Background: an optimization exercise with open tools, aiming at small area. Do not read the settings as production practice. Only simulation tests tie the RTL to the original design; equivalence was not proved. Power is estimated from default activity; no workload was simulated.

## design/flow/config.mk

```make
export PLATFORM = sky130hd
export DESIGN_NAME = apb_slave_mem
export DESIGN_NICKNAME = apb_slave_mem
export VERILOG_FILES = /design/flow/design.v
export SDC_FILE = /design/flow/constraint.sdc
export NUM_CORES = 4
export LEC_CHECK = 0
export CAP_MARGIN = 20
export CORE_MARGIN = 2
export CORE_UTILIZATION = 70
export SLEW_MARGIN = 20
export SYNTH_HIERARCHICAL = 1
```

## design/flow/constraint.sdc

```tcl
create_clock -name core_clock -period 5.0 [get_ports {hclk}]
set_input_delay 1.0000 -clock core_clock [delete_from_list [all_inputs] [get_ports {hclk}]]
set_output_delay 1.0000 -clock core_clock [all_outputs]
set_load 0.01 [all_outputs]
```

## design/flow/design.v

```verilog
module apb_mem_bit (
    input  logic q,
    input  logic wen,
    input  logic hen,
    input  logic wd,
    output logic d
);
    assign d = ~((q | wen) & (wd | hen));
endmodule
module apb_rd_aoi222 (
    input  logic [2:0] q,
    input  logic [2:0] s,
    output logic       y_n
);
    assign y_n = ~|(q & s);
endmodule
module apb_rd_nand4 (
    input  logic [3:0] a,
    output logic       y
);
    assign y = ~&a;
endmodule
module apb_rd_or4 (
    input  logic [3:0] a,
    output logic       y
);
    assign y = |a;
endmodule
module apb_mem_rdbit (
    input  logic [47:0] q,
    input  logic [47:0] rsel,
    output logic        y
);
    logic [15:0] t_n;
    logic [3:0]  u;
    for (genvar j = 0; j < 16; j++) begin : g_t
        apb_rd_aoi222 u_t (.q(q[j*3 +: 3]), .s(rsel[j*3 +: 3]), .y_n(t_n[j]));
    end
    for (genvar j = 0; j < 4; j++) begin : g_u
        apb_rd_nand4 u_u (.a(t_n[j*4 +: 4]), .y(u[j]));
    end
    apb_rd_or4 u_y (.a(u), .y(y));
endmodule
module apb_slave_mem (
    input  logic        hclk,
    input  logic        hreset,
    input  logic [2:0]  pselx,
    input  logic        penable,
    input  logic        pwrite,
    input  logic [31:0] paddr,
    input  logic [31:0] pwdata,
    output logic [31:0] prdata,
    output logic        perr,
    output logic [15:0] wr_count,
    output logic [15:0] rd_count
);
    localparam logic [1:0] ST_IDLE   = 2'd0;
    localparam logic [1:0] ST_SETUP  = 2'd1;
    localparam logic [1:0] ST_ACCESS = 2'd2;
    logic [1:0]    state_q, state_d;
    logic [1535:0] mem_q, mem_d;
    logic [47:0]   vld_q;
    logic          phase_q;
    logic [2:0]    lat_sel_q;
    logic [3:0]    lat_idx_q;
    logic          lat_wr_q;
    logic [31:0]   prdata_q;
    logic          perr_q;
    logic [15:0]   wr_count_q;
    logic [15:0]   rd_count_q;
    logic          sel, multi, lat_multi, mismatch;
    logic          err_set, latch, commit, commit_ok;
    logic [3:0]    idx;
    logic [31:0]   mux_word, rd_word, wd;
    logic [47:0]   rsel, wsel;
    logic          hit;
    assign sel       = |pselx;
    assign multi     = (pselx[0] & pselx[1]) | (pselx[0] & pselx[2]) | (pselx[1] & pselx[2]);
    assign lat_multi = (lat_sel_q[0] & lat_sel_q[1]) | (lat_sel_q[0] & lat_sel_q[2]) | (lat_sel_q[1] & lat_sel_q[2]);
    assign idx       = paddr[5:2];
    assign mismatch  = (pselx != lat_sel_q) || (idx != lat_idx_q) || (pwrite != lat_wr_q);
    assign commit_ok = commit && !multi && !lat_multi;
    always_comb
        for (int b = 0; b < 3; b++)
            for (int w = 0; w < 16; w++) begin
                rsel[b*16+w] = pselx[b] && (idx == w[3:0]) && vld_q[b*16+w];
                wsel[b*16+w] = commit_ok && lat_wr_q && lat_sel_q[b] && (lat_idx_q == w[3:0]);
            end
    assign hit = |rsel;
    for (genvar i = 0; i < 32; i++) begin : g_rd
        logic [47:0] col;
        for (genvar k = 0; k < 48; k++) begin : g_col
            assign col[k] = mem_q[k*32+i];
        end
        apb_mem_rdbit u_rd (.q(col), .rsel(rsel), .y(mux_word[i]));
    end
    assign rd_word = mux_word ^ {32{phase_q & hit}};
    assign wd = pwdata ^ {32{phase_q}};
    for (genvar k = 0; k < 48; k++) begin : g_word
        for (genvar i = 0; i < 32; i++) begin : g_bit
            apb_mem_bit u_bit (.q(mem_q[k*32+i]), .wen(wsel[k]), .hen(~wsel[k]), .wd(wd[i]), .d(mem_d[k*32+i]));
        end
    end
    always_comb begin
        state_d = state_q;
        err_set = multi;
        latch   = 1'b0;
        commit  = 1'b0;
        case (state_q)
            ST_IDLE: begin
                if (penable) begin
                    err_set = 1'b1;
                end else if (sel) begin
                    state_d = ST_SETUP;
                    latch   = 1'b1;
                end
            end
            ST_SETUP: begin
                if (!sel) begin
                    state_d = ST_IDLE;
                    err_set = 1'b1;
                end else if (penable) begin
                    state_d = ST_ACCESS;
                    commit  = 1'b1;
                    if (mismatch) err_set = 1'b1;
                end
            end
            ST_ACCESS: begin
                if (!sel) begin
                    state_d = ST_IDLE;
                end else if (penable) begin
                    err_set = 1'b1;
                end else begin
                    state_d = ST_SETUP;
                    latch   = 1'b1;
                end
            end
            default: state_d = ST_IDLE;
        endcase
    end
    always_ff @(posedge hclk or posedge hreset) begin
        if (hreset) begin
            state_q    <= ST_IDLE;
            phase_q    <= 1'b0;
            vld_q      <= '0;
            prdata_q   <= '0;
            perr_q     <= 1'b0;
            wr_count_q <= '0;
            rd_count_q <= '0;
        end else begin
            state_q <= state_d;
            phase_q <= ~phase_q;
            vld_q   <= vld_q | wsel;
            if (latch && !pwrite && !multi) prdata_q <= rd_word;
            if (commit_ok && lat_wr_q)  wr_count_q <= wr_count_q + 16'd1;
            if (commit_ok && !lat_wr_q) rd_count_q <= rd_count_q + 16'd1;
            if (err_set) perr_q <= 1'b1;
        end
    end
    always_ff @(posedge hclk) begin
        if (latch) begin
            lat_sel_q <= pselx;
            lat_idx_q <= idx;
            lat_wr_q  <= pwrite;
        end
    end
    always_ff @(posedge hclk) mem_q <= mem_d;
    assign prdata   = prdata_q;
    assign perr     = perr_q;
    assign wr_count = wr_count_q;
    assign rd_count = rd_count_q;
endmodule
```

## design/flow/run.sh

```bash
#!/bin/bash
# synth_recipe.tcl (not shown) runs the flow's synth.tcl, then flattens the netlist and writes it again
# the make line also repeats each setting of config.mk as NAME=value (left out here)
make -C /OpenROAD-flow-scripts/flow DESIGN_CONFIG=/design/flow/config.mk WORK_HOME=/design/flow/orfs CLKGATE_MAP_FILE= SYNTH_SCRIPT=/design/flow/synth_recipe.tcl finish
```

==> reports/qor.yml, run 1 <==
placement:
  gp_congestion: 1.01
  port_buffers: 107
  hpwl_mm: 122
  dpl.cell_count: 5869
  preCtsSetupSlack_ns: 0.0504
  dpl_cell_area_mm2: 0.0590
logic_synthesis:
  avgSynthCellArea_um2: 11.9
  synth_area_leaders: "dfxtp_1 (57%), o22ai_1 (18%), a222oi_1 (9.5%)"
  syn_nets: 4602
  synth_edf_count: 8
  synth_cells: 4529
  yosysSeqAreaShare: 0.629
  synthDominantCellAreaShare: 0.571
  syn-cell-area_mm2: 0.0539
  yosysWarnings: 7
  synth.distinct_cells: 67
  ys_ff_latch: 1660
  synthArstFlopShare: 0.0699
  synthFlopType: "dfxtp_1"
  synth_top_area_cell: "dfxtp_1"
floorplanning:
  die_w_um: 281
  core_mm2: 0.0761
  rows: 101
  die_h_um: 281
  die-area_mm2: 0.0792
  io_pins: 136
  start_util: 0.708
timing:
  skew_ns: 0.0255
  worstMarginPinSlew_ns: 1.19
  slew_headroom: 0.201
  hold_viol_final: 0
  setup_viol: 0
  period_needed_ns: 4.43
  postLayoutSetupSlackWorst_ns: 0.574
  final_max_slew_viol_count: 0
  finalCritPeriodShare: 0.885
  fmax_mhz: 226
  rsz0062_at_grt: "no"
  final.setup.tns_ns: 0
global_route:
  grt_pass1_wl_mm: 306
  grt_max_degree: 52
  grt_use_total: 0.513
  antenna_found_initial: 43
  overflow: 0
  grt_pass1_vias: 49800
layout:
  multi_input_area_mm2: 0.0201
  fill_cells: 4188
  fin_cells: 6166
  syn_to_final_growth_pct: 19.3
  layout.nets: 5072
  layout-drive-gt1-share: 0.110
  seq_area_mm2: 0.0339
  postLayoutCellArea_mm2: 0.0643
clock_tree:
  cts.sinks: 1660
  clk_pin_slew_ns: 0.06
  postCtsSetupBuffers: 0
  hold_buffers: 0
  clk_latency_ns: 0.79
  cts_resized: 0
  cts_buffers: 155
  root_buffer: "clkbuf_16"
  cts_buffer_depth: 3
  cts_tree: "built"
  htreeDepth: 4
detailed_routing:
  drc: 0
  drtPass1Iterations: 17
  wl_per_cell_um: 33.9
  wl_mm: 209
  num_vias: 51300
  postRouteAntennaNets: 0
  viasPerCell: 8.32
  dr.first_iter.drc_count: 10500
pwr:
  leakagePower_nw: 24.8
  peakVddDrop_mv: 0.448
  power.density_mw_per_mm2: 419
setup_path:
  reg2reg_to: "prdata_q[2]"
  cpPeakStageDelay_ns: 0.77
  worstSetupStartpointType: "primary input"
  rr_worst_depth: 8
  path_class: "primary input to flop"
  arrival_ns: 5.08
  critPathLaunch: "pselx[0]"
  cp.required_ns: 5.65
  worstSetupEndpointType: "flop"
  worst_path_max_delay_cell: "or4_1"
  path_cells: "clkdlybuf4s50_1 > and2_0 > and3_1 > buf_12 > a222oi_1 > nand4_1 > or4_1 > inv_1 > o311ai_0 > a211o_1"
  r2r-start: "vld_q[0]"
  crit_fanout: 32
  r2r_setup_slack_ns: 1.58
outcome:
  outcome: "no timing/DRC/antenna violations"
worst_hold_path:
  hold_path_depth: 1
  min_path_type: "flop to flop"
  whs_endpoint: "mem_q[1391]"
  min-delay-start: "mem_q[1391]"
run:
  cap_violations: 0
per-module statistics from Yosys (local to each module, per instance), a selection:
| module | copies in the design | flip-flops and latches |
|---|---|---|
| apb_rd_or4 | 32 | 0 |
| apb_mem_bit | 1536 | 0 |
| apb_rd_nand4 | 128 | 0 |
| apb_rd_aoi222 | 512 | 0 |
| apb_slave_mem | 1 | 1660 |
routing by layer:
metal	wire length (um)	share of wire	global-route usage
met3	35200	0.17	0.211
met2	86200	0.41	0.727
met4	18200	0.087	0.396
met1	69100	0.33	0.621
met5	276	0.0013	0.00488
registers in the layout, summed over array words and instances (netlist names):
signal / flops
lat_idx_q: 4
lat_sel_q: 3
lat_wr_q: 1
mem_q: 1536
perr_q: 1
phase_q: 1
prdata_q: 32
rd_count_q: 16
state_q: 2
vld_q: 48
wr_count_q: 16
cell usage in the layout (no fill, tap or decap), types with 33 or more instances in the layout:
cell | Yosys | routed
dfxtp_1 | 1536 | 1536
nand2b_1 | 46 | 46
clkdlybuf4s50_1 | 0 | 107
o22ai_1 | 1539 | 1539
nor2_1 | 44 | 44
buf_4 | 1 | 214
nand2_1 | 75 | 75
inv_1 | 70 | 69
and3_1 | 50 | 50
clkbuf_1 | 32 | 33
clkbuf_8 | 0 | 44
dfrtp_1 | 116 | 115
a222oi_1 | 512 | 512
clkbuf_16 | 0 | 158
nand4_1 | 138 | 138
buf_12 | 0 | 41
report_power, final:
part           internal, mW  switching, mW
Clock                  6.70           5.11
Combinational         0.469          0.634
Sequential             13.7          0.312
Total                  20.9           6.05
cells by family (layout without fill, tap and decap cells):
family,count (synthesis),count (layout),synth area share
other,0,22,0
adder cells (fa/ha/maj),4,4,0.000836
AO/OA/AOI/OAI,2193,2193,0.295
flip-flops,1660,1660,0.629
AND/OR/NAND/NOR,464,464,0.0503
multiplexers,13,13,0.00265
buffers and inverters,123,708,0.00999
XOR/XNOR,72,72,0.0117
area by class of cell:
type                       instances  share of cell area
antenna                           22            0.000856
tap                             1030              0.0200
clock inverter                    37             0.00670
multi-input combinational       2746               0.312
sequential                      1660               0.527
timing repair buffer             366              0.0561
clock buffer                     235              0.0728
inverter                          70             0.00413
metrics by stage:
| stage | power [mW] | hold slack (ns) | util |
|---|---|---|---|
| final | 26.9 | 0.443 | 0.845 |
| after global routing | 27.5 | 0.451 | 0.844 |
| after CTS | 26.8 | 0.445 | 0.843 |
| after detailed placement | 15.3 | 0.436 | 0.776 |
| after global placement | 15.3 | 0.428 | 0.776 |
| after floorplan | 14.8 | 0.421 | - |
worst max-delay path, delay by kind of cell:
| family | cells | cell delay (ns) |
|---|---|---|
| simple gates | 4 | 2.24 |
| buf+inv | 3 | 0.94 |
| compound gates | 3 | 0.87 |
cell usage after synthesis (all sizes together), types with 20 or more instances:
library cell	n
and3	52
dfxtp	1536
nor2	45
or4	33
inv	70
xor2	57
clkbuf	32
nand4	140
a222oi	512
buf	21
nand2	75
nand2b	46
o22ai	1539
a21boi	20
dfrtp	116
worst max path at each step:
stage                              end  slack, ns  depth (start not counted)
after global placement    prdata_q[27]       0.09                         10
after floorplan            mem_q[1000]       0.82                         10
final                      prdata_q[2]       0.57                         10
after detailed placement  prdata_q[27]       0.05                         10
after CTS                 prdata_q[27]       0.82                         10
after global routing       prdata_q[8]       0.57                         10
==> inputs of run 2 (changes only) <==
--- a/design/flow/config.mk
+++ b/design/flow/config.mk
@@ -7,6 +7,6 @@
 export LEC_CHECK = 0
 export CAP_MARGIN = 20
 export CORE_MARGIN = 2
-export CORE_UTILIZATION = 70
+export CORE_UTILIZATION = 55
 export SLEW_MARGIN = 20
 export SYNTH_HIERARCHICAL = 1
==> run 2 against run 1 <==
Still clean on timing, DRC and antenna. Final cell count grew 5.2%. Register-to-register slack about the same. Via count fell by 4.5%. Worst setup slack gained 0.071 ns. Power increased by 3.4%. Critical path depth grew 2. Count of clock-buffer cells in the layout up 4. Clock skew up 0.0010 ns. Largest cell class unchanged.
==> reports/qor.yml, run 2 <==
outcome:
  outcome: "no timing/DRC/antenna violations"
clock_tree:
  root_buffer: "clkbuf_16"
  postCtsSetupBuffers: 0  # unchanged
  clk_latency_ns: 0.78  # about the same
  cts_resized: 0  # unchanged
  cts.sinks: 1660  # unchanged
  cts_tree: "built"
  cts_buffers: 163  # +5.2%
  hold_buffers: 0  # unchanged
  htreeDepth: 4  # unchanged
  clk_pin_slew_ns: 0.06  # about the same
  cts_buffer_depth: 3  # unchanged
logic_synthesis:
  synth_xor_area_frac: 0.0117  # unchanged
  synthDominantCellAreaShare: 0.571  # unchanged
  synth.distinct_cells: 67  # unchanged
  synth_mux_area_frac: 0.00265  # unchanged
  avgSynthCellArea_um2: 11.9  # unchanged
  syn-cell-area_mm2: 0.0539  # unchanged
  synth_top_family_by_area: "compound AO/OA/AOI/OAI gates"
  synthSimpleGateAreaFrac: 0.0503  # unchanged
  synth-compound-area-share: 0.295  # unchanged
  yosysSeqAreaShare: 0.629  # unchanged
  synth_edf_count: 8  # unchanged
  post-synth-top-count-cell: "o22ai_1"
  ys_ff_latch: 1660  # unchanged
  synthArstFlopShare: 0.0699  # unchanged
  syn_nets: 4602  # unchanged
  synth_common_cells: "o22ai_1 (1539), dfxtp_1 (1536), a222oi_1 (512), nand4_1 (138), dfrtp_1 (116)"
  synth_cells: 4529  # unchanged
  synth_area_leaders: "dfxtp_1 (57%), o22ai_1 (18%), a222oi_1 (9.5%)"
  yosysWarnings: 7  # unchanged
  synthFlopType: "dfxtp_1"
  synthAdderAreaFrac: 0.000836  # unchanged
  synth_top_area_cell: "dfxtp_1"
worst_hold_path:
  min-delay-start: "mem_q[1000]"
  min_path_type: "flop to flop"
  whs_endpoint: "mem_q[1000]"
  hold_path_depth: 1  # unchanged
detailed_routing:
  dr.first_iter.drc_count: 8091  # -23%
  postRouteAntennaNets: 0  # unchanged
  wl_per_cell_um: 32.1  # -5.1%
  drtPass1Iterations: 13  # -4
  drc: 0  # unchanged
  wl_mm: 209  # -0.19%
  num_vias: 49000  # -4.5%
  viasPerCell: 7.55  # -9.2%
floorplanning:
  core_mm2: 0.0969  # +27%
  io_pins: 136  # unchanged
  rows: 114  # +13%
  die_h_um: 317  # +13%
  die-area_mm2: 0.100  # +27%
  start_util: 0.556  # -0.152
  die_w_um: 317  # +13%
global_route:
  grt_pass1_wl_mm: 304  # -0.63%
  grt_use_total: 0.403  # -0.110
  antenna_found_initial: 17  # -60%
  grt_pass1_vias: 46000  # -7.7%
  grt_max_degree: 63  # +21%
  overflow: 0  # unchanged
placement:
  gp_congestion: 0.915  # -9.2%
  port_buffers: 107  # unchanged
  hpwl_mm: 127  # +4.1%
  preCtsSetupSlack_ns: -0.00742  # -0.0578 ns
layout:
  top_register: "mem_q"
  final_cell_mix: "o22ai_1 (1539), dfxtp_1 (1536), a222oi_1 (512), buf_4 (264), clkbuf_16 (169)"
  layout-drive-gt1-share: 0.127  # +0.0164
  largestRegisters: "mem_q: 1536 flops, vld_q: 48 flops, prdata_q: 32 flops"
  largest_register_ffs: 1536  # unchanged
  layout.nets: 5147  # +1.5%
  final_common_cell: "o22ai_1"
  syn_to_final_growth_pct: 22.1
setup_path:
  crit_fanout: 18  # -44%
  rr_worst_depth: 9  # +1
  worstSetupStartpointType: "primary input"
  r2r-start: "vld_q[0]"
  arrival_ns: 5.00  # -0.08 ns
  r2r_setup_slack_ns: 1.58  # about the same
  worstSetupEndpointType: "flop"
  reg2reg_to: "prdata_q[22]"
  path_class: "primary input to flop"
  cp.required_ns: 5.64  # about the same
timing:
  finalCritPeriodShare: 0.871  # -0.0141
  final_max_slew_viol_count: 0  # unchanged
  skew_ns: 0.0265  # +0.00101 ns
  rsz0062_at_grt: "no"
  postLayoutSetupSlackWorst_ns: 0.644  # +0.0705 ns
  hold_ws_ns: 0.443  # -0.000790 ns
  hold_viol_final: 0  # unchanged
  slew_headroom: 0.224  # +0.0230
  final.setup.tns_ns: 0  # unchanged
  period_needed_ns: 4.36  # -0.0705 ns
  fmax_mhz: 230  # +1.6%
  worstMarginPinSlew_ns: 1.16  # -0.0265 ns
  setup_viol: 0  # unchanged
pwr:
  power.density_mw_per_mm2: 424  # +1.1%
  power_mw: 27.9  # +3.4%
  peakVddDrop_mv: 0.328  # -27%
  leakagePower_nw: 25.4  # +2.5%
run:
  cap_violations: 0  # unchanged
[run 2: changes by cell type in the layout (fill, tap and decap cells not counted), sizes merged]
cell / previous run / this run
clkbuf: 235 / 239
clkinv: 26 / 33
inv: 76 / 77
bufinv: 4 / 13
clkinvlp: 1 / 7
buf: 259 / 326
diode: 22 / 4
[run 2: metal layers]
| layer | GRT usage | wire [um] | vias to the layer above |
|---|---|---|---|
| li1 | - | - | 20900 |
| met1 | 0.540 | 81000 | 24400 |
| met2 | 0.592 | 89600 | 3155 |
| met3 | 0.105 | 25700 | 565 |
| met4 | 0.225 | 12100 | 16 |
| met5 | 0 | 98 | - |
[run 2: where the power goes]
group | switching [mW] | internal, mW | total (mW)
registers | 0.274 | 13.7 | 14.0
clock network | 5.27 | 7.51 | 12.8
logic | 0.609 | 0.473 | 1.08
total | 6.15 | 21.7 | 27.9
[run 2: how the worst max path moves through the flow]
stage	slack [ns]	start	end
final	0.64	paddr[4]	prdata_q[25]
after global routing	0.59	paddr[3]	prdata_q[14]
after CTS	0.76	paddr[4]	prdata_q[25]
after detailed placement	-0.007	paddr[3]	prdata_q[25]
after global placement	0.13	paddr[3]	prdata_q[6]
after floorplan	0.82	pselx[2]	mem_q[1000]
[run 2: layout make-up]
type,count,area (um2)
clock inverter,60,727
inverter,70,268
tap,1276,1600
timing repair buffer,433,4320
sequential,1660,33900
antenna,4,10.0
clock buffer,239,4910
multi-input combinational,2746,20000
fill,7321,31100
[run 2: stage by stage]
step                      area (um2)  instances  utilization
after floorplan                53900       4529            -
after global placement         60000       6182        0.620
after detailed placement       60000       6182        0.620
after CTS                      65700       6481        0.678
after global routing           65800       6485        0.679
final                          65800       6488        0.679
[run 2: cells by family after synthesis]
| family | count (synthesis) |
|---|---|
| muxes | 13 |
| adders and majority gates | 4 |
| and+or+nand+nor | 464 |
| DFF | 1660 |
| xor gates and xnor gates | 72 |
| buffers and inverters | 123 |
| AOI/OAI and AO/OA | 2193 |
[run 2: per-module statistics from Yosys, one instance, submodules excluded, excerpt]
| module | times used | flip-flops and latches |
|---|---|---|
| apb_mem_bit | 1536 | 0 |
| apb_rd_aoi222 | 512 | 0 |
| apb_rd_nand4 | 128 | 0 |
| apb_rd_or4 | 32 | 0 |
| apb_slave_mem | 1 | 1660 |
[run 2: critical path, stage by stage]
cell and delay [ns]:
clkdlybuf4s50_1 0.62, nor3b_1 0.76, buf_4 0.24, and3_1 0.75, buf_4 0.44, a222oi_1 0.12, nand4_1 0.11, or4_1 0.22
inv_1 0.10, o2111ai_1 0.10, o311ai_0 0.18, a211o_1 0.33
==> inputs of run 3 (changes only) <==
==> design/flow/flow/run.sh (new file) <==
#!/bin/bash
# Own layout flow: the standard flow (standard synthesis unchanged),
# with two layout settings changed:
#  - port buffers are the smallest buffer (buf_1) instead of the default pick;
#  - the clock tree uses clkbuf_8 with larger sink clusters and no dummy
#    loads, which keeps flip-flop clock-pin slew near 100 ps.
# Each tool's full output goes to the ORFS logs under orfs/logs/; make's own
# output goes to standard.log in the work folder.
set -euo pipefail
cd "$(dirname "$0")/.."
bash standard.sh \
  "BUFFER_PORTS_ARGS=-buffer_cell sky130_fd_sc_hd__buf_1" \
  "CTS_ARGS=-sink_clustering_enable -repair_clock_nets -dont_use_dummy_load -buf_list sky130_fd_sc_hd__clkbuf_8 -sink_clustering_size 14 -sink_clustering_max_diameter 50" \
  finish > standard.log 2>&1
==> design/flow/standard.sh (new file) <==
#!/bin/bash
# synth_recipe.tcl (not shown) runs the flow's synth.tcl, then flattens the netlist and writes it again
# the make line also repeats each setting of config.mk as NAME=value (left out here)
make -C /OpenROAD-flow-scripts/flow DESIGN_CONFIG=/design/flow/config.mk WORK_HOME=/design/flow/orfs CLKGATE_MAP_FILE= SYNTH_SCRIPT=/design/flow/synth_recipe.tcl "${@:-finish}"
--- a/design/flow/config.mk
+++ b/design/flow/config.mk
@@ -7,6 +7,6 @@
 export LEC_CHECK = 0
 export CAP_MARGIN = 20
 export CORE_MARGIN = 2
-export CORE_UTILIZATION = 55
+export CORE_UTILIZATION = 60
 export SLEW_MARGIN = 20
 export SYNTH_HIERARCHICAL = 1
removed: design/flow/run.sh
==> run 3 against run 2 <==
Worst setup slack improved by 0.12 ns. Wire length down 0.88%. Clock power is 47% lower. Sequential cell count stayed put. First-iteration DRC count grew 8.1%. Register-to-register slack got worse by 0.12 ns. Power down 22%. Count of clock-buffer cells in the layout down 93. Final cell count shrank 5.2%. Die area decreased by 8.2%. Sequential share of layout area rose by 4.8 points. Global-route usage increased by 2.8 points. Critical path type unchanged. Largest cell class unchanged. Largest power group unchanged.
==> reports/qor.yml, run 3 <==
global_route:
  grt_pass1_vias: 46200  # +0.40%
  grt_use_total: 0.430  # +0.0277
  antenna_found_initial: 39  # +22
  grt_pass1_wl_mm: 300  # -1.1%
  overflow: 0  # unchanged
  grt_max_degree: 49  # -22%
floorplanning:
  die_h_um: 304  # -4.2%
  start_util: 0.608  # +0.0515
  io_pins: 136  # unchanged
  die_w_um: 304  # -4.2%
  rows: 109  # -4.4%
  core_mm2: 0.0886  # -8.5%
  die-area_mm2: 0.0922  # -8.2%
layout:
  largest_register_ffs: 1536  # unchanged
  layout-drive-gt1-share: 0.0901  # -0.0368
  largestRegisters: "mem_q: 1536 flops, vld_q: 48 flops, prdata_q: 32 flops"
  fin_cells: 6149  # -5.2%
  fill_cells: 6913  # -5.6%
  top_register: "mem_q"
  fin_util: 0.679  # about the same
  layout.nets: 5037  # -2.1%
  syn_to_final_growth_pct: 11.7
  final_cell_mix: "o22ai_1 (1539), dfxtp_1 (1536), a222oi_1 (512), buf_4 (209), clkbuf_8 (146)"
  final_common_cell: "o22ai_1"
  postLayoutCellArea_mm2: 0.0602  # -8.5%
logic_synthesis:
  synth_common_cells: "o22ai_1 (1539), dfxtp_1 (1536), a222oi_1 (512), nand4_1 (138), dfrtp_1 (116)"
  yosysWarnings: 7  # unchanged
  synth_cells: 4529  # unchanged
  synthArstFlopShare: 0.0699  # unchanged
  synthDominantCellAreaShare: 0.571  # unchanged
  syn-cell-area_mm2: 0.0539  # unchanged
  yosysSeqAreaShare: 0.629  # unchanged
  post-synth-top-count-cell: "o22ai_1"
  synth_edf_count: 8  # unchanged
  ys_ff_latch: 1660  # unchanged
  avgSynthCellArea_um2: 11.9  # unchanged
  synth_area_leaders: "dfxtp_1 (57%), o22ai_1 (18%), a222oi_1 (9.5%)"
  synth.distinct_cells: 67  # unchanged
  syn_nets: 4602  # unchanged
  synthFlopType: "dfxtp_1"
  synth_top_area_cell: "dfxtp_1"
timing:
  fmax_mhz: 236  # +2.9%
  hold_ws_ns: 0.201  # -0.241 ns
  skew_ns: 0.0487  # +0.0222 ns
  worstMarginPinSlew_ns: 1.31  # +0.148 ns
  hold_viol_final: 0  # unchanged
  final_max_slew_viol_count: 0  # unchanged
  period_needed_ns: 4.23  # -0.123 ns
  rsz0062_at_grt: "no"
  finalCritPeriodShare: 0.847  # -0.0247
  final.setup.tns_ns: 0  # unchanged
  setup_viol: 0  # unchanged
  postLayoutSetupSlackWorst_ns: 0.767  # +0.123 ns
  slew_headroom: 0.126  # -0.0975
clock_tree:
  cts_buffers: 146  # -10%
  root_buffer: "clkbuf_8"
  clk_latency_ns: 0.85  # +0.07 ns
  cts_buffer_depth: 3  # unchanged
  htreeDepth: 4  # unchanged
  cts.sinks: 1660  # unchanged
  postCtsSetupBuffers: 0  # unchanged
  cts_tree: "built"
  clk_pin_slew_ns: 0.09  # +0.03 ns
  hold_buffers: 0  # unchanged
  cts_resized: 0  # unchanged
pwr:
  peakVddDrop_mv: 0.277  # -15%
  p_sw_mw: 5.08  # -17%
  power_mw: 21.8  # -22%
  p_comb_frac: 0.045  # +0.006
  leakagePower_nw: 22.8  # -10%
  power.density_mw_per_mm2: 362  # -15%
  p_int_mw: 16.7  # -23%
  clkPwrFrac: 0.312  # -0.147
  p_sw_frac: 0.233  # +0.0125
  share_seq_of_total_power: 0.643  # +0.140
setup_path:
  reg2reg_to: "prdata_q[3]"
  critPathTopFamily: "simple AND/OR/NAND/NOR gates"
  crit_fanout: 19  # +1
  worstSetupStartpointType: "primary input"
  critPathLaunch: "paddr[2]"
  path_class: "primary input to flop"
  crit_cells: 10  # -2
  cpPeakStageDelay_ns: 0.79  # +0.03 ns
  worst_path_max_delay_cell: "or4_1"
  critical_path.endpoint: "prdata_q[3]"
  cp.required_ns: 5.72  # +0.08 ns
  worstSetupEndpointType: "flop"
  r2r_setup_slack_ns: 1.46  # -0.12 ns
  path_buf_inv: 2  # -2
  r2r-start: "vld_q[0]"
  rr_worst_depth: 8  # -1
  arrival_ns: 4.95  # -0.05 ns
  path_cells: "buf_1 > nor2b_1 > and3_1 > buf_4 > a222oi_1 > nand4_1 > or4_1 > a31oi_1 > o31ai_1 > a221o_1"
detailed_routing:
  viasPerCell: 7.97  # +5.6%
  postRouteAntennaNets: 0  # unchanged
  drtPass1Iterations: 13  # unchanged
  wl_mm: 207  # -0.88%
  drc: 0  # unchanged
  num_vias: 49000  # +0.045%
  dr.first_iter.drc_count: 8746  # +8.1%
  wl_per_cell_um: 33.6  # +4.6%
placement:
  dpl_cell_area_mm2: 0.0581  # -3.2%
  gp_congestion: 1.00  # +9.3%
  port_buffers: 107  # unchanged
  preCtsSetupSlack_ns: 0.168  # +0.175 ns
  dpl.cell_count: 5981  # -3.3%
  hpwl_mm: 121  # -4.3%
worst_hold_path:
  min_path_type: "primary input to asynchronous set/reset pin"
run:
  cap_violations: 0  # unchanged
outcome:
  outcome: "no timing/DRC/antenna violations"
run 3: cell count changes in the layout (fill, tap and decap cells not counted), moves of 5 or more:
cell,change
clkinvlp_4,-7
clkbuf_1,-28
diode_2,+18
clkdlybuf4s50_1,-107
buf_4,-55
clkinv_8,-5
bufinv_16,-13
inv_6,-7
buf_1,+107
clkinv_2,-27
clkbuf_8,+104
buf_12,-35
clkbuf_16,-169
run 3: cell families after synthesis:
family / count (synthesis) / synth area share
AO/OA/AOI/OAI: 2193 / 0.295
flip-flops: 1660 / 0.629
AND/OR/NAND/NOR: 464 / 0.0503
buffers and inverters: 123 / 0.00999
XOR/XNOR: 72 / 0.0117
multiplexers: 13 / 0.00265
adder cells (fa/ha/maj): 4 / 0.000836
run 3: routing by layer:
| metal | GRT usage | vias up | routed length [um] |
|---|---|---|---|
| met5 | 0 | - | 169 |
| met4 | 0.268 | 26 | 13200 |
| met3 | 0.135 | 720 | 29700 |
| met2 | 0.621 | 3703 | 86600 |
| met1 | 0.564 | 24000 | 77100 |
| li1 | - | 20500 | - |
run 3: worst min-delay path by stage:
| stage | to | slack, ns | cells past startpoint |
|---|---|---|---|
| finish | wr_count_q[3] | 0.20 | 2 |
| floorplan | mem_q[0] | 0.42 | 1 |
| global route | wr_count_q[3] | 0.24 | 2 |
| global placement | mem_q[1363] | 0.43 | 1 |
| detailed placement | mem_q[870] | 0.44 | 1 |
| CTS | rd_count_q[4] | 0.17 | 2 |
run 3: layout make-up:
type,count,area [um2],share of cell area
Antenna cell,22,55.1,0.000915
Multi-Input combinational cell,2746,20100,0.333
Sequential cell,1660,33900,0.563
Inverter,70,265,0.00441
Tap cell,1165,1460,0.0242
Timing Repair Buffer,340,2450,0.0407
Clock buffer,146,2010,0.0334
run 3: power groups by stage:
| stage | clock [mW] | combinational, mW | sequential [mW] |
|---|---|---|---|
| final | 6.80 | 0.982 | 14.0 |
| after CTS | 6.81 | 0.950 | 14.0 |
| after floorplan | 0 | 0.602 | 14.2 |
| after global routing | 7.30 | 1.04 | 14.1 |
| after detailed placement | 0 | 0.951 | 14.3 |
| after global placement | 0 | 0.921 | 14.3 |
run 3: modules after synthesis, one instance, submodules excluded, excerpt:
module         cell area, um2  copies in the design  cells inside  flip-flops and latches
apb_rd_or4               7.51                    32             1                       0
apb_slave_mem           38100                     1          2321                    1660
apb_mem_bit              6.26                  1536             1                       0
apb_rd_nand4             6.26                   128             1                       0
apb_rd_aoi222            10.0                   512             1                       0
==> inputs of run 4 (changes only) <==
--- a/design/flow/design.v
+++ b/design/flow/design.v
@@ -6,6 +6,36 @@
     output logic d
 );
     assign d = ~((q | wen) & (wd | hen));
+endmodule
+module apb_mem_en (
+    input  logic a,
+    input  logic d,
+    output logic en,
+    output logic en_n
+);
+    assign en   = a & d;
+    assign en_n = ~(a & d);
+endmodule
+module apb_mem_rsel (
+    input  logic s,
+    input  logic d,
+    input  logic v,
+    output logic y
+);
+    assign y = s & d & v;
+endmodule
+module apb_mem_wd_n (
+    input  logic [31:0] pwdata,
+    input  logic        phase,
+    output logic [31:0] wd_n
+);
+    assign wd_n = ~(pwdata ^ {32{phase}});
+endmodule
+module apb_mem_wd (
+    input  logic [31:0] wd_n,
+    output logic [31:0] wd
+);
+    assign wd = ~wd_n;
 endmodule
 module apb_rd_aoi222 (
     input  logic [2:0] q,
@@ -71,8 +101,12 @@
     logic          sel, multi, lat_multi, mismatch;
     logic          err_set, latch, commit, commit_ok;
     logic [3:0]    idx;
-    logic [31:0]   mux_word, rd_word, wd;
-    logic [47:0]   rsel, wsel;
+    logic [31:0]   mux_word, rd_word;
+    logic [31:0]   wd [3];
+    logic [31:0]   wd_n;
+    logic [47:0]   rsel, rsel_hi, wsel, wen, hen, wen_hi, hen_hi;
+    logic [15:0]   rdec, wdec;
+    logic [2:0]    bw;
     logic          hit;
     assign sel       = |pselx;
     assign multi     = (pselx[0] & pselx[1]) | (pselx[0] & pselx[2]) | (pselx[1] & pselx[2]);
@@ -81,24 +115,49 @@
     assign mismatch  = (pselx != lat_sel_q) || (idx != lat_idx_q) || (pwrite != lat_wr_q);
     assign commit_ok = commit && !multi && !lat_multi;
     always_comb
-        for (int b = 0; b < 3; b++)
-            for (int w = 0; w < 16; w++) begin
-                rsel[b*16+w] = pselx[b] && (idx == w[3:0]) && vld_q[b*16+w];
-                wsel[b*16+w] = commit_ok && lat_wr_q && lat_sel_q[b] && (lat_idx_q == w[3:0]);
-            end
+        for (int w = 0; w < 16; w++) begin
+            rdec[w] = idx == w[3:0];
+            wdec[w] = lat_idx_q == w[3:0];
+        end
+    assign bw = lat_sel_q & {3{commit_ok && lat_wr_q}};
+    for (genvar b = 0; b < 3; b++) begin : g_bank
+        for (genvar w = 0; w < 16; w++) begin : g_sel
+            apb_mem_rsel u_rs_lo (.s(pselx[b]), .d(rdec[w]), .v(vld_q[b*16+w]), .y(rsel[b*16+w]));
+            apb_mem_rsel u_rs_hi (.s(pselx[b]), .d(rdec[w]), .v(vld_q[b*16+w]), .y(rsel_hi[b*16+w]));
+            apb_mem_en u_en_lo (.a(bw[b]), .d(wdec[w]), .en(wen[b*16+w]), .en_n(hen[b*16+w]));
+            apb_mem_en u_en_hi (.a(bw[b]), .d(wdec[w]), .en(wen_hi[b*16+w]), .en_n(hen_hi[b*16+w]));
+        end
+        apb_mem_wd u_wd (.wd_n(wd_n), .wd(wd[b]));
+    end
+    assign wsel = wen;
+    apb_mem_wd_n u_wd_n (.pwdata(pwdata), .phase(phase_q), .wd_n(wd_n));
     assign hit = |rsel;
     for (genvar i = 0; i < 32; i++) begin : g_rd
         logic [47:0] col;
         for (genvar k = 0; k < 48; k++) begin : g_col
             assign col[k] = mem_q[k*32+i];
         end
-        apb_mem_rdbit u_rd (.q(col), .rsel(rsel), .y(mux_word[i]));
+        logic [47:0] rs;
+        if (i < 16) begin : g_lo
+            assign rs = rsel;
+        end else begin : g_hi
+            assign rs = rsel_hi;
+        end
+        apb_mem_rdbit u_rd (.q(col), .rsel(rs), .y(mux_word[i]));
     end
     assign rd_word = mux_word ^ {32{phase_q & hit}};
-    assign wd = pwdata ^ {32{phase_q}};
     for (genvar k = 0; k < 48; k++) begin : g_word
         for (genvar i = 0; i < 32; i++) begin : g_bit
-            apb_mem_bit u_bit (.q(mem_q[k*32+i]), .wen(wsel[k]), .hen(~wsel[k]), .wd(wd[i]), .d(mem_d[k*32+i]));
+            logic we, he;
+            if (i < 16) begin : g_lo
+                assign we = wen[k];
+                assign he = hen[k];
+            end else begin : g_hi
+                assign we = wen_hi[k];
+                assign he = hen_hi[k];
+            end
+            apb_mem_bit u_bit (.q(mem_q[k*32+i]), .wen(we), .hen(he),
+                               .wd(wd[k/16][i]), .d(mem_d[k*32+i]));
         end
     end
     always_comb begin
==> run 4 against run 3 <==
Critical path depth up 2. Final cell count about the same. Global-route usage down 5.6 points. Critical endpoint is now prdata_q[7].
==> reports/qor.yml, run 4 <==
floorplanning:
  die_w_um: 306  # +0.62%
  start_util: 0.606  # -0.00170
  core_mm2: 0.0900  # +1.5%
  rows: 110  # +0.92%
  io_pins: 136  # unchanged
  die_h_um: 306  # +0.62%
  die-area_mm2: 0.0933  # +1.2%
logic_synthesis:
  ys_ff_latch: 1660  # unchanged
  synth_mux_area_frac: 0.000413  # -0.00223
  yosysSeqAreaShare: 0.621  # -0.00779
  synthAdderAreaFrac: 0.000642  # -0.000194
  synth_top_area_cell: "dfxtp_1"
  synth_area_leaders: "dfxtp_1 (56%), o22ai_1 (18%), a222oi_1 (9.4%)"
  synth_cells: 4685  # +3.4%
  synthDominantCellAreaShare: 0.564  # -0.00707
  synthFlopType: "dfxtp_1"
  synth_edf_count: 8  # unchanged
  synthSimpleGateAreaFrac: 0.0739  # +0.0236
  synth_common_cells: "dfxtp_1 (1536), o22ai_1 (1536), a222oi_1 (512), nand4_1 (145), and3_1 (133)"
  syn-cell-area_mm2: 0.0545  # +1.3%
  synthArstFlopShare: 0.0699  # unchanged
  syn_nets: 4758  # +3.4%
  synth_top_family_by_area: "compound AO/OA/AOI/OAI gates"
  synth.distinct_cells: 49  # -27%
  avgSynthCellArea_um2: 11.6  # -2.1%
  synth-compound-area-share: 0.280  # -0.0156
  synth_xor_area_frac: 0.0118  # +0.000130
  yosysWarnings: 8  # +1
layout:
  layout-drive-gt1-share: 0.0596  # -0.0305
  largest_register_ffs: 1536  # unchanged
  syn_to_final_growth_pct: 7.77
  final_cell_mix: "o22ai_1 (1536), dfxtp_1 (1536), a222oi_1 (512), clkbuf_8 (148), nand4_1 (145)"
  fill_cells: 7372  # +6.6%
  largestRegisters: "mem_q: 1536 flops, vld_q: 48 flops, prdata_q: 32 flops"
  fin_cells: 6148  # -0.016%
  top_register: "mem_q"
  layout.nets: 5041  # +0.079%
timing:
  skew_ns: 0.0585  # +0.00982 ns
  finalCritPeriodShare: 0.767  # -0.0793
  rsz0062_at_grt: "no"
  final_max_slew_viol_count: 0  # unchanged
  setup_viol: 0  # unchanged
  worstMarginPinSlew_ns: 1.12  # -0.192 ns
  hold_viol_final: 0  # unchanged
  final.setup.tns_ns: 0  # unchanged
  period_needed_ns: 3.84  # -0.396 ns
  slew_headroom: 0.247  # +0.121
  fmax_mhz: 261  # +10%
clock_tree:
  postCtsSetupBuffers: 0  # unchanged
  cts_buffer_depth: 3  # unchanged
  clk_latency_ns: 0.86  # about the same
  cts.sinks: 1660  # unchanged
  cts_buffers: 148  # +1.4%
  htreeDepth: 4  # unchanged
  hold_buffers: 0  # unchanged
  cts_tree: "built"
  cts_resized: 0  # unchanged
  root_buffer: "clkbuf_8"
  clk_pin_slew_ns: 0.08  # about the same
placement:
  hpwl_mm: 121  # -0.16%
  dpl.cell_count: 5993  # +0.20%
  port_buffers: 107  # unchanged
  gp_congestion: 0.940  # -6.0%
detailed_routing:
  viasPerCell: 7.74  # -2.9%
  num_vias: 47600  # -2.9%
  wl_mm: 182  # -12%
  wl_per_cell_um: 29.6  # -12%
  dr.first_iter.drc_count: 8135  # -7.0%
  drtPass1Iterations: 14  # +1
  postRouteAntennaNets: 0  # unchanged
  drc: 0  # unchanged
global_route:
  grt_pass1_wl_mm: 272  # -9.3%
  overflow: 0  # unchanged
  grt_use_total: 0.375  # -0.0559
  grt_max_degree: 70  # +43%
  antenna_found_initial: 4  # -90%
  grt_pass1_vias: 43800  # -5.1%
pwr:
  power_mw: 21.5  # -1.1%
  leakagePower_nw: 21.9  # -3.8%
  power.density_mw_per_mm2: 366  # +1.3%
  peakVddDrop_mv: 0.268  # -3.3%
setup_path:
  worst_path_max_delay_cell: "or4_1"
  worstSetupEndpointType: "flop"
  cpPeakStageDelay_ns: 0.64  # -0.15 ns
  cp.required_ns: 5.68  # -0.04 ns
  arrival_ns: 4.52  # -0.43 ns
  worstSetupStartpointType: "primary input"
  path_cells: "buf_1 > nand2b_1 > nor3_1 > buf_4 > and3_1 > buf_4 > a222oi_1 > nand4_1 > or4_1 > and3_1 > a21oi_1 > o311ai_1"
  path_class: "primary input to flop"
  crit_fanout: 14  # -5
outcome:
  outcome: "no timing/DRC/antenna violations"
worst_hold_path:
  min_path_type: "primary input to asynchronous set/reset pin"
run:
  cap_violations: 0  # unchanged
-- run 4: worst max-delay path: cells and delay by family --
kind,cells,cell delay (ns)
buffers and inverters,3,0.80
AO/OA/AOI/OAI,3,0.73
AND/OR/NAND/NOR,6,1.98
-- run 4: path summary, 6_finish.rpt --
kind / startpoint / cells past startpoint / to / slack, ns
max in group asynchronous: hreset / 3 / phase_q / 3.83
setup reg to reg: vld_q[36] / 8 / prdata_q[7] / 1.77
min in group core_clock: mem_q[1353] / 1 / mem_q[1353] / 0.44
setup / recovery: paddr[5] / 12 / prdata_q[7] / 1.16
hold reg to reg: mem_q[1353] / 1 / mem_q[1353] / 0.44
hold / removal: hreset / 2 / wr_count_q[12] / 0.26
-- run 4: layer usage --
metal / vias to the layer above / GRT usage / routed length [um]
met3: 458 / 0.0569 / 18000
li1: 20600 / - / -
met5: - / 0 / 0
met1: 23600 / 0.533 / 74000
met4: 0 / 0.228 / 11800
met2: 2846 / 0.539 / 78100
-- run 4: power by group --
| group | internal (mW) | switching, mW | total [mW] |
|---|---|---|---|
| Combinational | 0.306 | 0.562 | 0.868 |
| Clock | 2.64 | 4.14 | 6.78 |
| Sequential | 13.6 | 0.250 | 13.9 |
| Total | 16.6 | 4.95 | 21.5 |
-- run 4: kinds of logic after synthesis --
logic type | after synthesis
and+or+nand+nor | 686
xor gates and xnor gates | 72
muxes | 2
adders and majority gates | 3
buffers and inverters | 140
DFF | 1660
AOI/OAI and AO/OA | 2122
-- run 4: Yosys stat by module (local to each module, per instance), a selection --
module	times used	cells inside	flip-flops and latches	cell area (um2)
apb_mem_wd	3	32	0	120
apb_mem_rsel	96	1	0	6.26
apb_rd_or4	32	1	0	7.51
apb_mem_bit	1536	1	0	6.26
apb_mem_en	96	2	0	10.0
apb_slave_mem	1	2057	1660	36500
apb_mem_wd_n	1	36	0	357
apb_rd_aoi222	512	1	0	10.0
apb_rd_nand4	128	1	0	6.26
-- run 4: final cells by class --
class / count / area [um2] / share of cell area
sequential: 1660 / 33900 / 0.577
multi-input combinational: 2885 / 20000 / 0.341
clock buffer: 148 / 2040 / 0.0347
tap: 1176 / 1470 / 0.0250
timing repair buffer: 173 / 947 / 0.0161
inverter: 100 / 378 / 0.00643
antenna: 6 / 15.0 / 0.000255
-- run 4: through the flow --
step / instance area, um2 / setup slack (ns) / hold WS [ns] / utilization
after floorplan: 54500 / 0.928 / 0.421 / -
after global placement: 56700 / 0.474 / 0.428 / 0.630
after detailed placement: 56700 / 0.440 / 0.436 / 0.630
after CTS: 58800 / 1.35 / 0.216 / 0.653
after global routing: 58800 / 1.11 / 0.287 / 0.653
final: 58800 / 1.16 / 0.264 / 0.653
==> inputs of run 5 (changes only) <==
==> design/flow/flow/run.sh (replaced) <==
#!/bin/bash
# Own layout flow: the standard flow (standard synthesis unchanged),
# with two layout settings changed:
#  - port buffers are the smallest buffer (buf_1) instead of the default pick;
#  - the clock tree uses clkbuf_8 with larger sink clusters and no dummy
#    loads, which keeps flip-flop clock-pin slew under about 120 ps.
# Each tool's full output goes to the ORFS logs under orfs/logs/; make's own
# output goes to standard.log in the work folder.
set -euo pipefail
cd "$(dirname "$0")/.."
bash standard.sh \
  "BUFFER_PORTS_ARGS=-buffer_cell sky130_fd_sc_hd__buf_1" \
  "CTS_ARGS=-sink_clustering_enable -repair_clock_nets -dont_use_dummy_load -buf_list sky130_fd_sc_hd__clkbuf_8 -sink_clustering_size 16 -sink_clustering_max_diameter 60" \
  finish > standard.log 2>&1
==> run 5 against run 4 <==
Non-clock buffer count unchanged. Sequential power about the same. First-iteration DRC count up 1.9%. Core utilization down 0.47 points. Power down 3.0%. Critical path depth unchanged. Critical path type unchanged. Clock power down 9.6%. Hold slack better by 0.0090 ns.
==> reports/qor.yml, run 5 <==
pwr:
  power.density_mw_per_mm2: 358  # -2.4%
  leakagePower_nw: 21.7  # -0.99%
  peakVddDrop_mv: 0.267  # -0.46%
  power_mw: 20.9  # -3.0%
floorplanning:
  core_mm2: 0.0900  # unchanged
  die-area_mm2: 0.0933  # unchanged
  die_w_um: 306  # unchanged
  die_h_um: 306  # unchanged
  io_pins: 136  # unchanged
  start_util: 0.606  # unchanged
  rows: 110  # unchanged
layout:
  layout-drive-gt1-share: 0.0537  # -0.00592
  postLayoutCellArea_mm2: 0.0584  # -0.72%
  largestRegisters: "mem_q: 1536 flops, vld_q: 48 flops, prdata_q: 32 flops"
  largest_register_ffs: 1536  # unchanged
  final_cell_mix: "o22ai_1 (1536), dfxtp_1 (1536), a222oi_1 (512), nand4_1 (145), and3_1 (133)"
  layout.nets: 5011  # -0.60%
  top_register: "mem_q"
  syn_to_final_growth_pct: 7.00
  fin_cells: 6117  # -0.50%
outcome:
  outcome: "no timing/DRC/antenna violations"
detailed_routing:
  viasPerCell: 7.76  # +0.26%
  wl_per_cell_um: 29.7  # +0.26%
  dr.first_iter.drc_count: 8289  # +1.9%
  drtPass1Iterations: 12  # -2
  postRouteAntennaNets: 0  # unchanged
  drc: 0  # unchanged
  num_vias: 47500  # -0.24%
  wl_mm: 181  # -0.25%
logic_synthesis:
  avgSynthCellArea_um2: 11.6  # unchanged
  synth_edf_count: 8  # unchanged
  synth_cells: 4685  # unchanged
  synth.distinct_cells: 49  # unchanged
  synthFlopType: "dfxtp_1"
  yosysSeqAreaShare: 0.621  # unchanged
  syn_nets: 4758  # unchanged
  ys_ff_latch: 1660  # unchanged
  synth_area_leaders: "dfxtp_1 (56%), o22ai_1 (18%), a222oi_1 (9.4%)"
  syn-cell-area_mm2: 0.0545  # unchanged
  yosysWarnings: 8  # unchanged
  synth_common_cells: "dfxtp_1 (1536), o22ai_1 (1536), a222oi_1 (512), nand4_1 (145), and3_1 (133)"
  synth_top_area_cell: "dfxtp_1"
  synthArstFlopShare: 0.0699  # unchanged
  synthDominantCellAreaShare: 0.564  # unchanged
placement:
  hpwl_mm: 121  # unchanged
  dpl_cell_area_mm2: 0.0567  # unchanged
  dpl.cell_count: 5993  # unchanged
  port_buffers: 107  # unchanged
  gp_congestion: 0.940  # unchanged
global_route:
  grt_max_degree: 70  # unchanged
  antenna_found_initial: 5  # +1
  grt_pass1_vias: 43500  # -0.60%
  grt_most_used_layer: "met2"
  grt_use_met1: 0.534  # +0.000704
  grt_use_total: 0.373  # -0.00137
  grt_pass1_wl_mm: 272  # -0.20%
  gr-usage-met2: 0.536  # -0.00280
  grt_use_met3: 0.0533  # -0.00361
  overflow: 0  # unchanged
clock_tree:
  cts_buffer_depth: 3  # unchanged
  clk_latency_ns: 0.82  # -0.04 ns
  clk_pin_slew_ns: 0.10  # +0.02 ns
  hold_buffers: 0  # unchanged
  cts_resized: 0  # unchanged
  cts.sinks: 1660  # unchanged
  postCtsSetupBuffers: 0  # unchanged
  cts_buffers: 118  # -20%
  htreeDepth: 3  # -1
  root_buffer: "clkbuf_8"
  cts_tree: "built"
timing:
  rsz0062_at_grt: "no"
  hold_viol_final: 0  # unchanged
  hold_ws_ns: 0.273  # +0.00905 ns
  fmax_mhz: 258  # -0.92%
  final.setup.tns_ns: 0  # unchanged
  period_needed_ns: 3.87  # +0.0355 ns
  final_max_slew_viol_count: 0  # unchanged
  worstMarginPinSlew_ns: 1.06  # -0.0567 ns
  finalCritPeriodShare: 0.774  # +0.00711
  skew_ns: 0.0621  # +0.00363 ns
  slew_headroom: 0.285  # +0.0381
  setup_viol: 0  # unchanged
setup_path:
  crit_fanout: 14  # unchanged
  worstSetupStartpointType: "primary input"
  arrival_ns: 4.56  # +0.04 ns
  path_class: "primary input to flop"
  cp.required_ns: 5.69  # about the same
  worstSetupEndpointType: "flop"
run:
  cap_violations: 0  # unchanged
worst_hold_path:
  min_path_type: "primary input to asynchronous set/reset pin"
[run 5: power by group]
group | total [mW] | leakage, nW | internal (mW) | switching [mW]
clock network | 6.13 | 0.848 | 2.10 | 4.03
logic | 0.865 | 5.15 | 0.306 | 0.559
registers | 13.9 | 15.7 | 13.6 | 0.250
[run 5: Yosys stat by module (local to each module, per instance), a selection]
module	flip-flops and latches	cell area, um2
apb_mem_wd_n	0	357
apb_rd_or4	0	7.51
apb_mem_rsel	0	6.26
apb_rd_nand4	0	6.26
apb_mem_en	0	10.0
apb_mem_wd	0	120
apb_rd_aoi222	0	10.0
apb_slave_mem	1660	36500
apb_mem_bit	0	6.26
[run 5: final timing paths]
check                                  from             to  slack [ns]  cells after the start
worst max-delay path               paddr[5]    prdata_q[7]        1.13                     12
worst min-delay path                 hreset  wr_count_q[9]        0.27                      2
max in group asynchronous            hreset      vld_q[33]        3.81                      3
worst min register to register  mem_q[1290]    mem_q[1290]        0.45                      1
worst max register to register    vld_q[36]    prdata_q[7]        1.75                      8
min in group core_clock         mem_q[1290]    mem_q[1290]        0.45                      1
[run 5: worst max-delay path, stage by stage]
cell	delay, ns
buf_1	0.32
nand2b_1	0.23
nor3_1	0.12
buf_4	0.21
and3_1	0.40
buf_4	0.27
a222oi_1	0.50
nand4_1	0.42
or4_1	0.66
and3_1	0.20
a21oi_1	0.11
o311ai_1	0.11
[run 5: cells by family after synthesis]
logic type,share of synthesized area
compound gates,0.280
flops,0.621
simple gates,0.0739
buf+inv,0.0120
xor+xnor,0.0118
fa+ha+maj,0.000642
mux,0.000413
[run 5: layout make-up]
cell class	count	area [um2]
inverter	100	378
antenna	5	12.5
clock buffer	118	1620
fill	7398	31600
sequential	1660	33900
tap	1176	1470
multi-input combinational	2885	20000
timing repair buffer	173	947
[run 5: through the flow]
| stage | setup WS, ns | util |
|---|---|---|
| detailed placement | 0.440 | 0.630 |
| global placement | 0.474 | 0.630 |
| finish | 1.13 | 0.648 |
| CTS | 1.34 | 0.648 |
| global route | 1.12 | 0.648 |
| floorplan | 0.928 | - |
[run 5: per-layer routing]
metal	up-vias	part of all wire
met2	2776	0.43
met4	0	0.069
met1	23600	0.41
li1	20600	-
met5	-	0
met3	492	0.096

==> afterwards: timing with drivers on the ports <==
Ports are ideal in the flow. The routed layouts listed here were re-timed in OpenROAD.
Step 1 assumes that a clkbuf_16 drives the clock port and a buf_2 every other input.
Step 2 adds t to the input delays and takes it off the output delays; t is the mean of the earliest and latest rising clock arrival at the registers after step 1. Input paths then give back, and output paths get back, about the clock's delay inside the block.
Three values: no drivers, after step 1, after step 2; two values: the first two.
run | t (ns) | setup WS [ns] | worst register clock-pin slew, ns | worst slew at a driven data input, ns
run 1 | 0.845 | 0.574 / 0.491 / -0.355 | 0.07 / 0.07 | 0.21
run 2 | 0.841 | 0.644 / 0.502 / -0.339 | 0.07 / 0.07 | 0.21
run 3 | 0.896 | 0.767 / 0.726 / -0.170 | 0.10 / 0.10 | 0.17
run 4 | 0.901 | 1.164 / 1.149 / 0.248 | 0.09 / 0.09 | 0.08
run 5 | 0.875 | 1.128 / 1.115 / 0.241 | 0.11 / 0.11 | 0.08
Met with ideal ports but missed after step 2: setup timing in run 1, run 2 and run 3. The setup slack of run 2, which loses most, moves by -0.142 ns with the drivers and by -0.983 ns with both steps.
